This design comes from an exercise in tuning for small area, a short achievable clock period and few clock cycles per item on the open sky130 flow, not from production work.
RTL that was checked went through simulation tests only; none was proved equivalent to the original.
For run 1, only the layout was checked, not whether the RTL still works.

==> flow/design.v, too long to show whole: its modules and the start of the top module <==
// module fullcon_seq_mac: 5551 lines
module fullcon_seq_mac #(
   parameter int DEPTH_IN     = 12,
   parameter int N_OUT        = 4,
   parameter int LANES        = 12,
   parameter int WIDTH_DATA   = 16,
   parameter int WIDTH_KERNEL = 8,
   parameter int RELU_EN      = 0
) (
   input  logic                                   clk,
   input  logic                                   rst,
   input  logic                                   in_valid,
   output logic                                   in_ready,
   input  logic [WIDTH_DATA*DEPTH_IN-1:0]         data_in,
   input  logic [WIDTH_KERNEL*DEPTH_IN*N_OUT-1:0] kernel_in,
   input  logic [(WIDTH_DATA+WIDTH_KERNEL+$clog2(DEPTH_IN)+1)*N_OUT-1:0] bias_in,
   output logic                                   out_valid,
   input  logic                                   out_ready,
   output logic [WIDTH_DATA+WIDTH_KERNEL+$clog2(DEPTH_IN):0] data_o,
   output logic [((N_OUT > 1) ? $clog2(N_OUT) : 1)-1:0] out_idx,
   output logic                                   out_last
);
  // ...
==> flow/run.sh <==
#!/bin/bash
# synth_recipe.tcl (not shown) runs the flow's synth.tcl, then flattens the netlist and writes it again
# the make line also repeats each setting of config.mk as NAME=value (left out here)
make -C /OpenROAD-flow-scripts/flow DESIGN_CONFIG=/design/flow/config.mk WORK_HOME=/design/flow/orfs CLKGATE_MAP_FILE= SYNTH_SCRIPT=/design/flow/synth_recipe.tcl finish
==> flow/config.mk <==
export PLATFORM = sky130hd
export DESIGN_NAME = fullcon_seq_mac
export DESIGN_NICKNAME = fullcon_seq_mac
export VERILOG_FILES = /design/flow/design.v
export SDC_FILE = /design/flow/constraint.sdc
export NUM_CORES = 4
export LEC_CHECK = 0
export CAP_MARGIN = 40
export CORE_MARGIN = 2
export CORE_UTILIZATION = 40
export SLEW_MARGIN = 65
==> flow/constraint.sdc <==
create_clock -name core_clock -period 12.0 [get_ports {clk}]
set_input_delay 2.4000 -clock core_clock [delete_from_list [all_inputs] [get_ports {clk}]]
set_output_delay 2.4000 -clock core_clock [all_outputs]
set_load 0.01 [all_outputs]
==> results.toml, run 1 <==
[outcome]
outcome = "complete, no violations"

[sta]
period_share_pct = 45.3
final-setup-viol-count = 0
worst_slew_pin_slew_ps = 624

[cells_and_area]
finish.instance_area_sq_um = 97800
drive_gt1_share_pct = 13.0
multiInputGateArea_sq_um = 50000
top_register = "kern_q"
n_antenna_cell = 6
nFlopsAndLatches = 944
area_delta_synth_final_pct = 19.0
n_all_inverters = 832
largest_reg_flops = 384

[min_path]
hold_path_end = "c2625$_DFF_P_"
hold_path_class = "register to register"
hold_path_depth = 0

[logic_synthesis]
yosysTopAreaCell = "edfxtp_1"
synth_seq_area_share_pct = 31.8
mappedNetlistArea_sq_um = 82200
synth_xor_xnor_area_share_pct = 2.27
ys_async_sr_fraction_pct = 0

[clock_tree]
htreeDepth = 3
cts-hold-fix-buffers = 0
clk_transition_reported_paths_ps = 70

[setup_path]
crit_arrival_ps = 6120
crit_fanout = 12
cp-start-kind = "register"
endpoint_kind = "register"

[floorplan]
rows = 166
design.portCount = 730
die_w_um = 457
die_y_um = 457

[global_route]
grt_pass1_vias = 64534
grtUsageMet3_pct = 5.70
grt_pass1_wl_um = 462000
met1_usage_pct = 42.2
==> run 2: changes to the inputs <==
--- a/flow/design.v
+++ b/flow/design.v
@@ -17,29 +17,30 @@
    input  logic                                   out_ready,
    output logic [WIDTH_DATA+WIDTH_KERNEL+$clog2(DEPTH_IN):0] data_o,
    output logic [((N_OUT > 1) ? $clog2(N_OUT) : 1)-1:0] out_idx,
    output logic                                   out_last
 );
    localparam int WA = 29;    
    localparam int S  = 1;     
    localparam int QD = 3;     
+   localparam int WC = $clog2(QD + 1);    
    logic [11:0][15:0]      data_q;
    logic [3:0][11:0][7:0]  kern_q;      
    logic [3:0][WA-1:0]     bias_q;      
    logic                   vld_q;       
    logic [1:0]             n_q;         
    logic [S:0]             pv_q;        
    logic [QD-1:0][WA-1:0]  q_q;         
-   logic [$clog2(QD+1)-1:0] qc_q;       
+   logic [WC-1:0] qc_q;       
    logic                   ov_q;        
    logic [1:0]             oi_q;        
    logic issue, accept, last_n, pop, push;
    logic issue_q, in_ready_q;           
-   logic [$clog2(QD+1)-1:0] occ_q;      
+   logic [WC-1:0] occ_q;      
    logic vld_nx, room_nopop, room_pop, room_d, last_nx;
    assign last_n   = (n_q == 2'd3);
    assign issue    = issue_q;
    assign in_ready = in_ready_q;
    assign accept   = in_valid && in_ready;
    assign pop      = ov_q && out_ready;
    assign pv_q[0]  = issue;
    assign push     = pv_q[S];
@@ -51,17 +52,17 @@
    always_ff @(posedge clk) begin
       if (rst) begin
          vld_q      <= 1'b0;
          n_q        <= 2'd0;
          issue_q    <= 1'b0;
          in_ready_q <= 1'b1;
          occ_q      <= '0;
       end else begin
-         occ_q <= occ_q + $bits(occ_q)'(issue) - $bits(occ_q)'(pop);
+         occ_q <= occ_q + WC'(issue) - WC'(pop);
          if (accept) begin
             vld_q      <= 1'b1;
             n_q        <= 2'd0;
             issue_q    <= room_d;
             in_ready_q <= 1'b0;
          end else begin
             vld_q      <= vld_nx;
             n_q        <= n_q + 2'(issue);
@@ -5521,31 +5522,31 @@
    assign result = row_a + row_b;
    always_ff @(posedge clk) begin
       if (rst) pv_q[S:1] <= '0;
       else     pv_q[S:1] <= pv_q[S-1:0];
    end
    always_ff @(posedge clk) begin
       for (int e = 0; e < QD; e++) begin
          if (pop) begin
-            if (e == QD - 1 || (push && qc_q == $bits(qc_q)'(e + 1))) q_q[e] <= result;
+            if (e == QD - 1 || (push && qc_q == WC'(e + 1))) q_q[e] <= result;
             else q_q[e] <= q_q[(e == QD - 1) ? e : e + 1];
-         end else if (push && qc_q == $bits(qc_q)'(e)) begin
+         end else if (push && qc_q == WC'(e)) begin
             q_q[e] <= result;
          end
       end
    end
    always_ff @(posedge clk) begin
       if (rst) begin
          qc_q <= '0;
          ov_q <= 1'b0;
          oi_q <= 2'd0;
       end else begin
-         qc_q <= qc_q + $bits(qc_q)'(push) - $bits(qc_q)'(pop);
-         ov_q <= (qc_q != '0 && !(qc_q == $bits(qc_q)'(1) && pop)) || push;
+         qc_q <= qc_q + WC'(push) - WC'(pop);
+         ov_q <= (qc_q != '0 && !(qc_q == WC'(1) && pop)) || push;
          if (pop) oi_q <= oi_q + 2'd1;
       end
    end
    assign out_valid = ov_q;
    assign data_o    = ((RELU_EN != 0) && q_q[0][WA-1]) ? '0 : q_q[0];
    assign out_idx   = oi_q;
    assign out_last  = (oi_q == 2'd3);
 endmodule
==> flow/flow/run.sh (new file) <==
#!/bin/bash
set -euo pipefail
export BUFFER_PORTS_ARGS="-buffer_cell sky130_fd_sc_hd__buf_1"
bash standard.sh finish > standard.log 2>&1
==> flow/standard.sh (new file) <==
#!/bin/bash
# synth_recipe.tcl (not shown) runs the flow's synth.tcl, then flattens the netlist and writes it again
# the make line also repeats each setting of config.mk as NAME=value (left out here)
make -C /OpenROAD-flow-scripts/flow DESIGN_CONFIG=/design/flow/config.mk WORK_HOME=/design/flow/orfs CLKGATE_MAP_FILE= SYNTH_SCRIPT=/design/flow/synth_recipe.tcl "${@:-finish}"
removed: flow/run.sh
==> results.toml, run 2 <==
[logic_synthesis]
yosysMostFrequentCell = "nand2_1"
synthTopCellsByArea = "edfxtp_1, fa_1, dfxtp_1, mux2_2, a21oi_1"
ys_seq_elements = 944
yosysUniqueCellTypes = 64
avgSynthCellArea_sq_um = 9.51
yosysWarnings = 1
synth_edf_count = 721
ys_async_sr_fraction_pct = 0
yosysTopAreaCell = "edfxtp_1"
synth_seq_area_share_pct = 31.4
ys.flop_type = "edfxtp_1"
syn_nets = 10297
mappedNetlistArea_sq_um = 83000
syn_inst = 8729
synth_top_area_share_pct = 26.1
synth_common_cells = "nand2_1, inv_1, fa_1, clkbuf_1, edfxtp_1"

[outcome]
outcome = "complete, no violations"

[clock_tree]
cts-root-buf = "clkbuf_16"
cts.path.max_buffers = 3
post-cts-setup-buffer-count = 0
cts-hold-fix-buffers = 0
cts_resized = 0
cts_buffers = 109
clock_latency_ps = 820
htreeDepth = 3
cts_num_sinks = 944
cts_tree = "done"
clk_transition_reported_paths_ps = 80

[sta]
relSlewSlack_pct = 60.5
period_share_pct = 45.1
timing.final.crit_period_ps = 5410
final-setup-viol-count = 0
max_freq_mhz = 185
finalHoldViolCount = 0
maxSlewViolCount = 0
fin_tns_setup_ps = 0
whs_ps = 344
worst_slew_pin_slew_ps = 592
clock_skew_ps = 56.1
rsz0062_at_grt = "no"

[setup_path]
critical_path_buf_inv_count = 6
cp-start-kind = "register"
cpPeakStageDelay_ps = 570
r2r_slack_ps = 6590
crit_fanout = 17
worstPathCellList = "buf_4 -> buf_4 -> clkinv_1 -> a22oi_1 -> o221ai_1 -> fa_1 -> inv_1 -> fa_1 -> inv_1 -> fa_1 -> fa_1 -> fa_1 -> inv_1 -> fa_1"
crit_family = "adder cells"
crit_arrival_ps = 6110
crit_type = "register to register"
worstPathRequired_ps = 12700
cp_common_cell = "fa_1"
cp_slowest_cell = "fa_1"
endpoint_kind = "register"

[drt]
drt_iter0_markers = 8667
first_pass_iters = 6
vias = 69114
wire_per_inst_um = 26.6
ant_nets = 0
finalWirelength_um = 316000
drc = 0
viasPerCell = 5.81

[placement]
portBuffers = 729
dp_hpwl_um = 254000
gp_congestion = 1.07

[min_path]
hold_path_class = "register to register"

[cells_and_area]
top_register = "kern_q"
final_cell_mix = "nand2_1, inv_1, fa_1"
fillers = 19567
largest_reg_flops = 384
final_common_cell = "nand2_1"
area_delta_synth_final_pct = 13.4
nets = 10660
drive_gt1_share_pct = 12.9
top_regs = "kern_q: 384 flops, data_q: 192 flops, cs1_q: 149 flops"

[floorplan]
dieArea_sq_um = 211000
start_util_pct = 40.2
design.portCount = 730
core_sq_um = 207000
die_w_um = 460
die_y_um = 460
rows = 167

[global_route]
grt_max_degree = 90
grt_util_all_layers_pct = 29.2
antenna_found_initial = 27
grt_pass1_vias = 64735
grt_pass1_wl_um = 450000
grt_overflow = 0

[run]
maxCapViolCount = 0
[run 2: cell families after synthesis]
kind of cell               synth area share, %
and+or+nand+nor                           9.69
AOI/OAI and AO/OA                         18.2
xor gates and xnor gates                  2.13
buffers and inverters                     8.09
adders and majority gates                 24.3
muxes                                     6.17
DFF                                       31.4
[run 2: layout make-up]
class	count	area [sq um]	area share [%]
clock inverters	69	810	0.860
well taps	2704	3380	3.59
diodes	7	17.5	0.0186
inverters	839	3160	3.35
repair buffers	1174	6740	7.16
multi-input cells	6024	51000	54.1
clock buffers	137	2960	3.14
flip-flops and latches	944	26100	27.7
[run 2: routing by layer]
metal  routed length, um  vias to the layer above  share of wire (%)  track usage [%]
met5                 142                        -              0.045                0
met2              140000                     3125                 44             44.4
li1                    -                    31199                  -                -
met4               14400                       24                4.6             11.5
met1              133000                    34291                 42             40.3
met3               29200                      475                9.2             6.60
[run 2: per-stage QoR]
stage          cell area, sq um  std cells  utilization, %  worst slack [ps]
4_1_cts                   93600      11851            45.3              6570
3_3_place_gp              86400      11346            41.8              6160
2_1_floorplan             83000       8729               -              1790
3_5_place_dp              89800      11645            43.5              6570
5_1_grt                   94200      11893            45.6              6380
6_report                  94200      11898            45.6              6590
[run 2: final timing paths]
check                       startpoint                end  cells past startpoint
setup reg to reg  kern_q[30]$_DFFE_PP_  cs1_q[96]$_DFF_P_                     14
hold / removal    bias_q[26]$_DFFE_PP_      c2625$_DFF_P_                      0
hold reg to reg   bias_q[26]$_DFFE_PP_      c2625$_DFF_P_                      0
setup / recovery  kern_q[30]$_DFFE_PP_  cs1_q[96]$_DFF_P_                     14
Testbench counts of run 2, summed over its fixed seeds: cycles 1,560, items 1,536.

[static timing again, ports no longer ideal]
The flow's constraints put no driver on any port. The routed layouts listed below were extracted and timed again, unchanged, in two steps. Step 1 assumes that a clkbuf_16 drives the clock port and a buf_2 every other input. Step 2 moves the port delays by t, midway between the first and last clock arrival at a register: inputs arrive t later, outputs are due t later. That takes back most of the time a late clock gives input paths. a / b / c = ideal ports / drivers / drivers and shift; a / b = the first two.
| run | t (ns) | setup slack, ns | worst setup path after step 2 |
|---|---|---|---|
| run 1 | 0.887 | 6.569 / 6.569 / 6.569 | register to register |
| run 2 | 0.881 | 6.591 / 6.591 / 6.591 | register to register |
After both steps setup and hold are still met in every run listed.
